Source: an optimization exercise on an open RTL-to-GDS flow (aim: small area, a short achievable clock period and few clock cycles per item). Production flows keep margins and buffers that such runs may drop. Function was checked by simulation only, so behaviour that the tests miss may differ from the original.

==> flow/design.v (outline; a module is shown in full before it is edited, if it fits) <==
// module pe_requant: 1097 lines
// module pe_requant_fa: 10 lines
// module pe_requant_ha: 9 lines
module pe_requant #(
    parameter int ACC_W  = 32,
    parameter int MULT_W = 16,
    parameter int CNT_W  = 16
) (
    input  logic              clk,
    input  logic              rst_n,
    input  logic              in_valid,
    output logic              in_ready,
    input  logic [ACC_W-1:0]  in_acc,
    input  logic [ACC_W-1:0]  in_bias,
    input  logic              in_last,
    output logic              out_valid,
    input  logic              out_ready,
    output logic [7:0]        out_data,
    output logic              out_last,
    input  logic              cfg_we,
    input  logic [MULT_W-1:0] cfg_mult,
    input  logic [4:0]        cfg_shift,
    input  logic [7:0]        cfg_zp,
    output logic              busy,
    output logic [CNT_W-1:0]  out_count
);
  // ...
==> flow/flow/run.sh <==
#!/bin/bash
# Standard layout, with plain buffers (not delay buffers) on the ports and a
# clock tree without dummy loads.
export BUFFER_PORTS_ARGS="-buffer_cell sky130_fd_sc_hd__buf_1"
export CTS_ARGS="-sink_clustering_enable -repair_clock_nets -dont_use_dummy_load -sink_clustering_size 16 -sink_clustering_max_diameter 70 -buf_list {sky130_fd_sc_hd__clkbuf_8}"
bash standard.sh > standard.log 2>&1
==> flow/standard.sh <==
#!/bin/bash
# synth_recipe.tcl (not shown) runs the flow's synth.tcl, then flattens the netlist and writes it again
# the make line also repeats each setting of config.mk as NAME=value (left out here)
make -C /OpenROAD-flow-scripts/flow DESIGN_CONFIG=/design/flow/config.mk WORK_HOME=/design/flow/orfs CLKGATE_MAP_FILE= SYNTH_SCRIPT=/design/flow/synth_recipe.tcl "${@:-finish}"
==> flow/config.mk <==
export PLATFORM = sky130hd
export DESIGN_NAME = pe_requant
export DESIGN_NICKNAME = pe_requant
export VERILOG_FILES = /design/flow/design.v
export SDC_FILE = /design/flow/constraint.sdc
export NUM_CORES = 4
export LEC_CHECK = 0
export ABC_CLOCK_PERIOD_IN_PS = 4400
export CAP_MARGIN = 20
export CORE_MARGIN = 2
export CORE_UTILIZATION = 55
export CTS_BUF_LIST = sky130_fd_sc_hd__clkbuf_4 sky130_fd_sc_hd__clkbuf_8
export CTS_CLUSTER_SIZE = 30
export SETUP_SLACK_MARGIN = 5.0
export SLEW_MARGIN = 20
export SYNTH_HIERARCHICAL = 1
export SYNTH_MINIMUM_KEEP_SIZE = 0
==> flow/constraint.sdc <==
create_clock -name core_clock -period 9.0 [get_ports {clk}]
set_input_delay 1.8000 -clock core_clock [delete_from_list [all_inputs] [get_ports {clk}]]
set_output_delay 1.8000 -clock core_clock [all_outputs]
set_load 0.01 [all_outputs]
==> flow_summary.yaml, run 1 <==
status:
  status: "no timing/DRC/antenna violations"
clock_tree:
  clk_latency_ns: 0.60
  cts_tree: "yes"
  htree_num_levels: 1
  cts.path.max_buffers: 3
  clockRootBuffer: "clkbuf_8"
global_routing:
  antenna_found_initial: 0
  grt_first_pass_wirelength_mm: 98.6
  grt_max_degree: 65
  track_usage: 0.301
  grt-ovfl-total: 0
finish:
  biggestCellCategory: "multi-input gates"
  multi_input_area_mm2: 0.0155
  clock_buffer_count: 24
  final_core_util: 0.586
routing:
  dr_total_vias: 17400
  wl_met2_mm: 28.4
  wl_mm: 62.7
  highest_layer: "met4"
  vias_per_cell: 6.34
  drtIter0Drc: 1762
  drtAntennaViolNets: 0
placed_design:
  dp_cells: 2711
  place_area_mm2: 0.0227
yosys:
  yosysWarnings: 9
  ys_ff_latch: 250
  yosysMostFrequentCell: "xnor2_1"
  synth_seq_area_share: 0.259
  synth_top_area_share: 0.196
  synth_top_family_by_area: "adder cells"
floorplan:
  row_count: 73
setup_path:
  crit_path_end: "in_ready"
  cp.buffers_inverters: 2
timing:
  fin_crit_sh: 0.441
  setup_viol: 0
  finalHoldViolCount: 0
  period_minus_slack_ns: 3.97
hold_path:
  min_to: "r3_big"
Testbench counts, summed over its fixed seeds: cycles 11,268, items 10,948.
==> run 2, diff against run 1 <==
--- a/flow/design.v
+++ b/flow/design.v
@@ -630,21 +630,21 @@
     always_ff @(posedge clk) s2_y[36] <= t439;
     always_ff @(posedge clk) s2_y[37] <= t441;
     always_ff @(posedge clk) s2_y[38] <= t443;
     always_ff @(posedge clk) s2_y[39] <= t445;
     always_ff @(posedge clk) s2_y[40] <= t447;
     always_ff @(posedge clk) s2_last <= s1_last;
     logic [W-1:0] p;
     logic [30:0]  hmask;
-    logic [9:0]   win;                    
-    logic [24:0]  w16;
-    logic [16:0]  w8;
-    logic [12:0]  w4;
-    logic [10:0]  w2;
+    logic [8:0]   win;                    
+    logic [23:0]  w16;
+    logic [15:0]  w8;
+    logic [11:0]  w4;
+    logic [9:0]   w2;
     logic [40:0]  q;
     logic         sgn, z_fix, o_fix, z_vlo, o_vlo, z_vhi, o_vhi;
     logic [W-1:0] a3_a, a3_b, a3_s;
     assign a3_a = s2_x;
     assign a3_b = s2_y;
     logic [40:0] a3_g0, a3_p0;
     assign a3_g0 = a3_a & a3_b;
     assign a3_p0 = a3_a ^ a3_b;
@@ -953,54 +953,52 @@
     assign a3_P100 = a3_P59 & a3_P92;
     logic a3_G101, a3_P101;
     assign a3_G101 = a3_G76 | (a3_P76 & a3_G92);
     assign a3_P101 = a3_P76 & a3_P92;
     assign a3_s = a3_p0 ^ {a3_G100, a3_G99, a3_G98, a3_G97, a3_G96, a3_G95, a3_G94, a3_G93, a3_G92, a3_G91, a3_G90, a3_G89, a3_G88, a3_G87, a3_G86, a3_G85, a3_G84, a3_G83, a3_G82, a3_G81, a3_G80, a3_G79, a3_G78, a3_G77, a3_G67, a3_G66, a3_G65, a3_G64, a3_G63, a3_G62, a3_G61, a3_G60, a3_G43, a3_G42, a3_G41, a3_G40, a3_G21, a3_G20, a3_G0, a3_g0[0], 1'b0};
     always_comb begin
         p      = a3_s;
         q      = {p[39:0], 1'b0};         
-        w16    = cfg_shift_q[4] ? q[40:16]  : q[24:0];
-        w8     = cfg_shift_q[3] ? w16[24:8] : w16[16:0];
-        w4     = cfg_shift_q[2] ? w8[16:4]  : w8[12:0];
-        w2     = cfg_shift_q[1] ? w4[12:2]  : w4[10:0];
-        win    = cfg_shift_q[0] ? w2[10:1]  : w2[9:0];
+        w16    = cfg_shift_q[4] ? q[39:16]  : q[23:0];
+        w8     = cfg_shift_q[3] ? w16[23:8] : w16[15:0];
+        w4     = cfg_shift_q[2] ? w8[15:4]  : w8[11:0];
+        w2     = cfg_shift_q[1] ? w4[11:2]  : w4[9:0];
+        win    = cfg_shift_q[0] ? w2[9:1]   : w2[8:0];
         hmask  = {31{1'b1}} << cfg_shift_q;       
         sgn    = p[W-1];
         z_fix  = ~|p[40:39];
         o_fix  = &p[40:39];
         z_vlo  = ~|(p[23:8] & hmask[15:0]);
         o_vlo  = &(p[23:8] | ~hmask[15:0]);
         z_vhi  = ~|(p[38:24] & hmask[30:16]);
         o_vhi  = &(p[38:24] | ~hmask[30:16]);
     end
     logic       r3_last, r3_sgn, r3_zfix, r3_ofix, r3_zvlo, r3_ovlo, r3_zvhi, r3_ovhi;
-    logic       r3_big, r3_bsgn;
-    logic [9:0] r3_win;
+    logic       r3_big;
+    logic [8:0] r3_win;
     always_ff @(posedge clk) begin
         r3_last <= s2_last;
         r3_big  <= s2_big;
-        r3_bsgn <= s2_bsgn;
-        r3_sgn  <= sgn;
+        r3_sgn  <= s2_big ? s2_bsgn : sgn;    
         r3_zfix <= z_fix;
         r3_ofix <= o_fix;
         r3_zvlo <= z_vlo;
         r3_ovlo <= o_vlo;
         r3_zvhi <= z_vhi;
         r3_ovhi <= o_vhi;
         r3_win  <= win;
     end
     logic signed [9:0] v;
     logic [7:0]        res;
     logic [8:0]        r3_dat;            
     always_comb begin
-        v = $signed({r3_win[9], r3_win[9:1]}) + $signed({9'd0, r3_win[0]})
+        v = $signed({{2{r3_sgn}}, r3_win[8:1]}) + $signed({9'd0, r3_win[0]})
           + $signed({2'b00, cfg_zp_q});
-        if (r3_big)             res = r3_bsgn ? 8'd0 : 8'd255;
-        else if (!((r3_zfix && r3_zvlo && r3_zvhi) || (r3_ofix && r3_ovlo && r3_ovhi)))
+        if (r3_big || !((r3_zfix && r3_zvlo && r3_zvhi) || (r3_ofix && r3_ovlo && r3_ovhi)))
                                 res = r3_sgn ? 8'd0 : 8'd255;
         else if (v[9])          res = 8'd0;
         else if (v[8])          res = 8'd255;
         else                    res = v[7:0];
     end
     assign r3_dat = {r3_last, res};
     logic [NH-1:0] h_vld;                 
     logic [8:0]    h_dat [NH];
==> flow/config.mk (replaced) <==
export PLATFORM = sky130hd
export DESIGN_NAME = pe_requant
export DESIGN_NICKNAME = pe_requant
export VERILOG_FILES = /design/flow/design.v
export SDC_FILE = /design/flow/constraint.sdc
export NUM_CORES = 4
export LEC_CHECK = 0
export ABC_CLOCK_PERIOD_IN_PS = 4400
export CAP_MARGIN = 20
export CORE_MARGIN = 2
export CORE_UTILIZATION = 58
export CTS_BUF_LIST = sky130_fd_sc_hd__clkbuf_4 sky130_fd_sc_hd__clkbuf_8
export CTS_CLUSTER_SIZE = 30
export SETUP_SLACK_MARGIN = 5.0
export SLEW_MARGIN = 20
export SYNTH_HIERARCHICAL = 1
export SYNTH_MINIMUM_KEEP_SIZE = 0
==> run 2 against run 1 <==
  * Critical path type is now reg -> reg
  * Final area is essentially flat
  * Routed wire length shrank 0.89%
  * Global-route usage rose by 1.5 points
  * Clock-buffer cell count rose by 1
  * Synthesized cell count is 0.67% lower
  * Synthesized area down 0.69%
  * Sequential share of layout area decreased by 0.15 points
  * Largest cell class unchanged
  * Via count shrank 0.14%
  * Worst setup slack got worse by 0.038 ns
==> flow_summary.yaml, run 2 <==
yosys:
  syn_avg_cell_area_um2: 9.89
  syn_inst: 2226
  yosysWarnings: 9
  yosysUniqueCellTypes: 94
  synth_top_area_share: 0.198
  synth_seq_area_share: 0.259
  synthArstFlopShare: 0.306
  ys_ff_latch: 248
  netlist_top_cells_count: "xnor2_1, a22oi_1, fa_1"
  synth-main-ff-cell: "dfxtp_1"
  yosysMostFrequentCell: "xnor2_1"
  syn-num-nets: 2659
  syn_area_mm2: 0.0220
  yosys.area.top_type: "fa_1"
  synth_edf_count: 36
  ys_top_cells_by_area: "fa_1, dfxtp_1, xnor2_1"
timing:
  rsz0062_at_grt: "yes"
  fin_setup_tns_ns: 0
  tightest_slew_ns: 1.12
  skew_ns: 0.0821
  fin_crit_sh: 0.446
  drv_slew: 0
  finalHoldViolCount: 0
  setup_ws_ns: 4.99
  setup_viol: 0
  whs_ns: 0.281
  period_minus_slack_ns: 4.01
  slew_headroom: 0.251
  fmax_mhz: 249
routing:
  wl_per_cell_um: 22.8
  drtAntennaViolNets: 0
  vias_per_cell: 6.36
  dr_total_vias: 17400
  dr.pass1.iters: 6
  drc: 0
  drtIter0Drc: 1711
  wl_mm: 62.2
floorplan:
  fp.coreArea_mm2: 0.0375
  die_area_mm2: 0.0395
  row_count: 71
  chipWidth_um: 199
  ios: 127
  start_util: 0.587
  die_height_um: 199
setup_path:
  path_cells: "ha_4, a21o_1, a221o_1, a31oi_4, o21bai_4, a311oi_2, nor2b_1, nor2_2, fa_2, mux4_2, mux4_2, or2_0, o31ai_1"
  crit_path_top_delay_cell: "mux4_2"
  max_stage_delay_ns: 0.52
  crit_start: "s2_y[9]"
  start_kind: "register"
  crit_path_end_kind: "register"
  required_ns: 9.49
  path_class: "reg -> reg"
  cp.arrival_ns: 4.50
  crit_family: "compound AO/OA/AOI/OAI gates"
  worstPathMaxFanout: 3
  cp.buffers_inverters: 0
  r2r_start: "s2_y[9]"
  path_common_cell: "mux4_2"
placed_design:
  portBuffers: 126
  dpl.hpwl_mm: 41.2
  dp_cells: 2692
  place_congestion: 0.908
  pre_cts_slack_ns: 4.28
clock_tree:
  clk_latency_ns: 0.61
  clockRootBuffer: "clkbuf_8"
  cts.path.max_buffers: 3
  htree_num_levels: 1
  cts_tree: "yes"
  cts.sinks: 248
  clk_pin_slew_ns: 0.10
  numCtsBuffers: 25
finish:
  most-common-layout-cells: "xnor2_1, a22oi_1, fa_1, nand2_1, dfxtp_1"
  drive_gt1_frac: 0.0649
  top_regs: "s2_x: 41 flops, s2_y: 40 flops, h_dat: 36 flops"
  final_net_count: 2654
  largest_reg_flops: 41
  instances_no_fill: 2731
  fill_cells: 3239
  final_common_cell: "xnor2_1"
  area_growth_pct: 5.76
  regMostFlops: "s2_x"
status:
  status: "no timing/DRC/antenna violations"
global_routing:
  antenna_found_initial: 2
  track_usage: 0.315
  grt-ovfl-total: 0
  first_global_vias: 17400
  grt_max_degree: 77
  grt_first_pass_wirelength_mm: 96.7
hold_path:
  hp-class: "reg -> reg"
  worstHoldStart: "s1_last"
run:
  maxCapViolCount: 0
[run 2: changes by cell type after synthesis, moves of 6 or more]
| cell | change |
|---|---|
| nand2_1 | +14 |
| clkbuf_1 | +10 |
| a21o_1 | -15 |
| nor3_1 | -15 |
| mux2i_1 | -12 |
| nor2_1 | +22 |
| nand4_1 | -8 |
| a221oi_1 | +6 |
| buf_1 | -14 |
| a21oi_1 | -7 |
| xor2_1 | -10 |
[run 2: path summary, 6_finish.rpt]
kind / cells past startpoint / slack, ns / end
min: 0 / 0.28 / s2_last
min in group asynchronous: 1 / 1.20 / cfg_zp_q[0]
min reg2reg: 0 / 0.28 / s2_last
max in group asynchronous: 1 / 7.20 / bone[7]
max reg2reg: 13 / 4.99 / r3_win[2]
max: 13 / 4.99 / r3_win[2]
[run 2: cell families after synthesis]
kind of cell	after synthesis	share of synthesized area
compound gates	558	0.183
fa+ha+maj	335	0.265
mux	32	0.0196
flops	248	0.259
xor+xnor	325	0.129
buf+inv	270	0.0460
simple gates	458	0.0979
[run 2: routing by layer]
layer | vias to the layer above | track usage | share of wire
met5 | - | 0.00383 | 0
met4 | 0 | 0.101 | 0.030
met3 | 142 | 0.0629 | 0.093
met2 | 911 | 0.498 | 0.45
met1 | 8553 | 0.437 | 0.42
li1 | 7753 | - | -
[run 2: what timing repair did]
action                     4_1_cts  5_1_grt
hold endpoints to repair         0        0
buffers inserted                 3       10
pin swaps                        3       15
gates resized for setup          8       34
hold buffers                     0        0
setup endpoints to repair       25       33
[run 2: layout make-up]
class                      count  area, um^2  share of cell area
clock buffer                  25         344              0.0148
inverter                      78         293              0.0126
sequential                   248        5730               0.246
multi-input combinational   1708       15500               0.667
tap                          511         639              0.0275
timing repair buffer         160         742              0.0319
antenna                        1        2.50            0.000107
[run 2: stage by stage]
step	util	cell area, um^2
2_1_floorplan	-	22000
3_5_place_dp	0.603	22600
3_3_place_gp	0.603	22600
5_1_grt	0.621	23300
4_1_cts	0.614	23000
6_report	0.621	23300
[run 2: modules after synthesis (local to each module, per instance)]
module | flip-flops and latches | cell area [um^2]
pe_requant | 248 | 17700
pe_requant_fa | 0 | 20.0
pe_requant_ha | 0 | 12.5
Testbench counts of run 2, summed over its fixed seeds: cycles 11,268, items 10,948.
==> run 3, diff against run 2 <==
--- a/flow/config.mk
+++ b/flow/config.mk
@@ -8,7 +8,7 @@
 export ABC_CLOCK_PERIOD_IN_PS = 4400
 export CAP_MARGIN = 20
 export CORE_MARGIN = 2
-export CORE_UTILIZATION = 58
+export CORE_UTILIZATION = 55
 export CTS_BUF_LIST = sky130_fd_sc_hd__clkbuf_4 sky130_fd_sc_hd__clkbuf_8
 export CTS_CLUSTER_SIZE = 30
 export SETUP_SLACK_MARGIN = 5.0
==> run 3 against run 2 <==
  * Sequential share of layout area is 0.13 points higher
  * Critical endpoint is now in_ready
  * Clock skew increased by 0.018 ns
  * Critical path type is now in -> out
  * Largest cell class unchanged
==> flow_summary.yaml, run 3 <==
yosys:
  yosysMostFrequentCell: "xnor2_1"
  synth_mux_area_frac: 0.0196
  syn_avg_cell_area_um2: 9.89
  synth_top_area_share: 0.198
  yosys.area_share.xor_xnor: 0.129
  yosysWarnings: 9
  syn_inst: 2226
  synth_compound_area_frac: 0.183
  yosysUniqueCellTypes: 94
  netlist_top_cells_count: "xnor2_1, a22oi_1, fa_1"
  ys_ff_latch: 248
  synthAdderAreaFrac: 0.265
  synth_top_family_by_area: "adder cells"
  ys_top_cells_by_area: "fa_1, dfxtp_1, xnor2_1"
  synthArstFlopShare: 0.306
  yosys.area.top_type: "fa_1"
  yosys.area_share.simple: 0.0979
  synth_seq_area_share: 0.259
  synth_edf_count: 36
  synth-main-ff-cell: "dfxtp_1"
  syn-num-nets: 2659
  syn_area_mm2: 0.0220
placed_design:
  dpl.hpwl_mm: 41.9
  place_congestion: 0.915
  pre_cts_slack_ns: 4.29
  place_area_mm2: 0.0226
  portBuffers: 126
routing:
  vias_per_cell: 6.31
  wl_mm: 63.0
  dr_total_vias: 17300
  drtIter0Drc: 1441
  drtAntennaViolNets: 0
  drc: 0
  dr.pass1.iters: 6
  wl_per_cell_um: 23.0
finish:
  largest_reg_flops: 41
  fill_cells: 3535
  regMostFlops: "s2_x"
  final_area_mm2: 0.0232
  top_regs: "s2_x: 41 flops, s2_y: 40 flops, h_dat: 36 flops"
  most-common-layout-cells: "xnor2_1, a22oi_1, fa_1, nand2_1, dfxtp_1"
  area_growth_pct: 5.29
  final_common_cell: "xnor2_1"
  final_core_util: 0.585
  final_net_count: 2647
  drive_gt1_frac: 0.0597
timing:
  slew_headroom: 0.284
  fmax_mhz: 253
  finalHoldViolCount: 0
  period_minus_slack_ns: 3.95
  setup_ws_ns: 5.05
  fin_setup_tns_ns: 0
  rsz0062_at_grt: "yes"
  setup_viol: 0
  fin_crit_sh: 0.439
  skew_ns: 0.0996
  tightest_slew_ns: 1.07
  drv_slew: 0
global_routing:
  grtUsageMet1: 0.419
  grt_use_met3: 0.0641
  grt_first_pass_wirelength_mm: 97.6
  grt-ovfl-total: 0
  track_usage: 0.301
  antenna_found_initial: 4
  grt-busiest-layer: "met2"
  met2_usage: 0.466
  first_global_vias: 17400
  grt_max_degree: 77
setup_path:
  max_stage_delay_ns: 0.15
  cp.buffers_inverters: 2
  crit_path_top_delay_cell: "nand2b_1"
  cp.arrival_ns: 2.15
  crit_path_end_kind: "output pin"
  worstPathMaxFanout: 2
  path_class: "in -> out"
  path_cells: "buf_1, nand2b_1, clkbuf_2"
  start_kind: "input port"
  crit_family: "buffers and inverters"
  required_ns: 7.20
floorplan:
  start_util: 0.555
  die_height_um: 204
  row_count: 73
  die_area_mm2: 0.0416
  chipWidth_um: 204
  ios: 127
  fp.coreArea_mm2: 0.0396
clock_tree:
  htree_num_levels: 1
  clk_latency_ns: 0.62
  cts.sinks: 248
  cts_hold_buf: 0
  cts.path.max_buffers: 3
  clockRootBuffer: "clkbuf_8"
  numCtsBuffers: 25
  clk_pin_slew_ns: 0.10
  cts_tree: "yes"
run:
  maxCapViolCount: 0
hold_path:
  hp-class: "reg -> reg"
status:
  status: "no timing/DRC/antenna violations"
[run 3: cell counts after synthesis]
No cell type changed its count.
[run 3: worst register-to-register path: cells and delay by family, from the launching register on]
kind	cells	cell delay [ns]
AO/OA/AOI/OAI	5	1.06
multiplexers	2	1.03
flip-flops	1	0.31
AND/OR/NAND/NOR	4	0.66
adder cells (fa/ha/maj)	2	0.83
[run 3: metal layers]
metal  up-vias  part of all wire
li1       7731                 -
met1      8478              0.42
met2       928              0.45
met3       136              0.10
met4         2             0.027
met5         -           0.00019
[run 3: kinds of logic after synthesis]
group	after synthesis
DFF	248
AOI/OAI and AO/OA	558
muxes	32
and+or+nand+nor	458
xor gates and xnor gates	325
adders and majority gates	335
buffers and inverters	270
[run 3: path summary, 6_finish.rpt]
check / startpoint / to / slack, ns / cells after the start
hold reg to reg: s2_last / r3_last / 0.34 / 0
setup / recovery: out_ready / in_ready / 5.05 / 3
hold / removal: s2_last / r3_last / 0.34 / 0
min in group asynchronous: rst_n / cfg_zp_q[1] / 1.32 / 2
max in group asynchronous: rst_n / btwo[7] / 7.09 / 2
setup reg to reg: s2_x[11] / r3_win[2] / 5.08 / 13
[run 3: layout make-up]
cell class	count	area (um^2)	area share
tap	525	657	0.0283
sequential	248	5730	0.247
antenna	2	5.00	0.000216
multi-input combinational	1708	15500	0.667
inverter	78	293	0.0126
timing repair buffer	153	684	0.0295
clock buffer	25	344	0.0148
[run 3: modules after synthesis, one instance, submodules excluded]
module / cells inside / copies in the design / flip-flops and latches
pe_requant: 2004 / 1 / 248
pe_requant_ha: 1 / 16 / 0
pe_requant_fa: 1 / 206 / 0
[run 3: repair_timing]
| action | 4_1_cts | 5_1_grt |
|---|---|---|
| cloned | 0 | 0 |
| gates resized for setup | 5 | 28 |
| setup endpoints to repair | 21 | 42 |
| hold endpoints to repair | 0 | 0 |
| setup buffers | 1 | 5 |
| pin swaps | 0 | 9 |
[run 3: stage by stage]
stage               instances  hold slack [ns]
floorplan                2226            0.310
global placement         2706            0.310
detailed placement       2706            0.324
CTS                      2732            0.347
global route             2737            0.352
finish                   2739            0.344
==> run 4, diff against run 3 <==
==> flow/flow/run.sh (replaced) <==
#!/bin/bash
# Standard layout, with plain buffers (not delay buffers) on the ports and a
# clock tree without dummy loads.
export BUFFER_PORTS_ARGS="-buffer_cell sky130_fd_sc_hd__buf_1"
export CTS_ARGS="-sink_clustering_enable -repair_clock_nets -dont_use_dummy_load -sink_clustering_size 24 -sink_clustering_max_diameter 90 -buf_list {sky130_fd_sc_hd__clkbuf_8 sky130_fd_sc_hd__clkbuf_16}"
bash standard.sh > standard.log 2>&1
==> run 4 against run 3 <==
  * Worst setup slack worse by 0.0067 ns
  * Hold slack got worse by 0.0026 ns
  * Final area rose by 0.59%
==> flow_summary.yaml, run 4 <==
status:
  status: "no timing/DRC/antenna violations"
global_routing:
  grt_max_degree: 77
  grt-ovfl-total: 0
  track_usage: 0.301
  grt_first_pass_wirelength_mm: 97.5
  first_global_vias: 17300
  antenna_found_initial: 3
placed_design:
  place_congestion: 0.915
  dpl.hpwl_mm: 41.9
  portBuffers: 126
  pre_cts_slack_ns: 4.29
clock_tree:
  numCtsBuffers: 18
  cts.sinks: 248
  cts_tree: "yes"
  clockRootBuffer: "clkbuf_16"
  clk_pin_slew_ns: 0.10
  clk_latency_ns: 0.54
  cts.path.max_buffers: 3
  htree_num_levels: 1
  cts_hold_buf: 0
yosys:
  synth_top_area_share: 0.198
  synth_edf_count: 36
  yosysMostFrequentCell: "xnor2_1"
  synthArstFlopShare: 0.306
  syn_area_mm2: 0.0220
  syn_inst: 2226
  yosys.area.top_type: "fa_1"
  synth_seq_area_share: 0.259
  yosysWarnings: 9
  syn_avg_cell_area_um2: 9.89
  netlist_top_cells_count: "xnor2_1, a22oi_1, fa_1"
  ys_top_cells_by_area: "fa_1, dfxtp_1, xnor2_1"
  syn-num-nets: 2659
  synth-main-ff-cell: "dfxtp_1"
  yosysUniqueCellTypes: 94
  ys_ff_latch: 248
finish:
  most-common-layout-cells: "xnor2_1, a22oi_1, fa_1, nand2_1, dfxtp_1"
  regMostFlops: "s2_x"
  area_growth_pct: 5.91
  top_regs: "s2_x: 41 flops, s2_y: 40 flops, h_dat: 36 flops"
  largest_reg_flops: 41
  drive_gt1_frac: 0.0601
  final_net_count: 2648
  final_common_cell: "xnor2_1"
setup_path:
  rrSetupSlack_ns: 5.08
  path_class: "in -> reg"
  start_kind: "input port"
  crit_path_top_delay_cell: "o41a_1"
  path_cells: "buf_1, ha_4, inv_2, fa_2, nor2b_1, o31a_1, o22ai_2, o21a_2, nor3_1, a211o_1, o41a_1, a311o_1, a31oi_1, xnor2_1"
  crit_path_end_kind: "register"
  required_ns: 9.47
  cp.buffers_inverters: 2
  crit_family: "compound AO/OA/AOI/OAI gates"
  max_stage_delay_ns: 0.41
  worstPathMaxFanout: 5
  cp.arrival_ns: 4.43
timing:
  fin_setup_tns_ns: 0
  fmax_mhz: 252
  tightest_slew_ns: 1.06
  drv_slew: 0
  finalHoldViolCount: 0
  setup_viol: 0
  rsz0062_at_grt: "yes"
  period_minus_slack_ns: 3.96
  setup_ws_ns: 5.04
  slew_headroom: 0.294
  fin_crit_sh: 0.440
  whs_ns: 0.341
  skew_ns: 0.0754
hold_path:
  hp-class: "reg -> reg"
floorplan:
  row_count: 73
  die_height_um: 204
  chipWidth_um: 204
  start_util: 0.555
  ios: 127
  fp.coreArea_mm2: 0.0396
  die_area_mm2: 0.0416
routing:
  wl_per_cell_um: 23.1
  wl_mm: 63.2
  dr.pass1.iters: 6
  dr_total_vias: 17200
  drtIter0Drc: 1613
  vias_per_cell: 6.29
  drtAntennaViolNets: 0
  drc: 0
run:
  maxCapViolCount: 0
## run 4: area by class of cell
type | count | area (um^2)
fill | 3512 | 16300
antenna | 1 | 2.50
tap | 525 | 657
timing repair buffer | 161 | 744
inverter | 78 | 293
sequential | 248 | 5730
clock buffer | 18 | 450
multi-input combinational | 1708 | 15400
## run 4: cells by family after synthesis
kind of cell	Yosys count	share of synthesized area
AND/OR/NAND/NOR	458	0.0979
XOR/XNOR	325	0.129
buffers and inverters	270	0.0460
flip-flops	248	0.259
AO/OA/AOI/OAI	558	0.183
multiplexers	32	0.0196
adder cells (fa/ha/maj)	335	0.265
## run 4: worst reg2reg max path, cell delays in order, from the launching register on
cell      delay (ns)
dfxtp_1         0.31
ha_1            0.32
and2_1          0.16
a221o_1         0.37
a31oi_4         0.19
o21bai_2        0.12
a311oi_2        0.31
nor2b_1         0.11
nor2_2          0.16
fa_1            0.47
mux4_2          0.52
mux4_2          0.50
or2_0           0.22
o31ai_1         0.07
## run 4: timing repair
item	CTS	global route
resized for setup	5	21
endpoints found under the setup margin	21	50
pin swaps	3	9
setup buffers	4	10
## run 4: worst paths after layout
kind / depth (start not counted) / endpoint / from
max: 14 / s1_sum[31] / in_acc[0]
max in group asynchronous: 2 / bone[2] / rst_n
min in group asynchronous: 2 / cfg_zp_q[1] / rst_n
max reg2reg: 13 / r3_win[2] / s2_x[11]
min reg2reg: 0 / r3_last / s2_last
min: 0 / r3_last / s2_last
## run 4: per-stage QoR
| step | instances | instance area, um^2 | util |
|---|---|---|---|
| 2_1_floorplan | 2226 | 22000 | - |
| 3_3_place_gp | 2706 | 22600 | 0.571 |
| 3_5_place_dp | 2706 | 22600 | 0.571 |
| 4_1_cts | 2728 | 23100 | 0.583 |
| 5_1_grt | 2738 | 23300 | 0.588 |
| 6_report | 2739 | 23300 | 0.588 |
## run 4: per-layer routing
layer / wire length (um) / GRT usage / vias up
li1: - / - / 7734
met1: 26800 / 0.421 / 8491
met2: 28300 / 0.464 / 862
met3: 6150 / 0.0625 / 145
met4: 1950 / 0.107 / 0
met5: 0 / 0 / -
## run 4: per-module statistics from Yosys, one instance, submodules excluded
module,copies in the design,area (um^2),cells inside
pe_requant,1,17700,2004
pe_requant_ha,16,12.5,1
pe_requant_fa,206,20.0,1

-- afterwards: timing with drivers on the ports --
The results above use ideal ports. As a check the final layouts listed here were re-extracted and re-timed, cells and wires unchanged. Step 1 assumes that a clkbuf_16 drives the clock port and a buf_2 every other input. Step 2 adds t to the input delays and takes it off the output delays; t is the mean of the earliest and latest rising clock arrival at the registers after step 1. Input paths then give back, and output paths get back, about the clock's delay inside the block. Three values: ideal, step 1, step 2; two values: the first two.
| run | shift t [ns] | setup slack, ns | worst setup path after step 2 | worst slew at a driven data input, ns |
|---|---|---|---|---|
| run 1 | 0.626 | 5.028 / 5.007 / 4.521 | input to register | 0.04 |
| run 2 | 0.625 | 4.990 / 4.990 / 4.515 | input to register | 0.06 |
| run 3 | 0.621 | 5.045 / 5.022 / 4.523 | input to register | 0.06 |
| run 4 | 0.559 | 5.039 / 5.014 / 4.515 | input to register | 0.06 |
After both steps setup and hold are still met in every run listed. For run 4, which loses most, drivers alone change the setup slack by -0.025 ns; drivers and shift together by -0.524 ns.
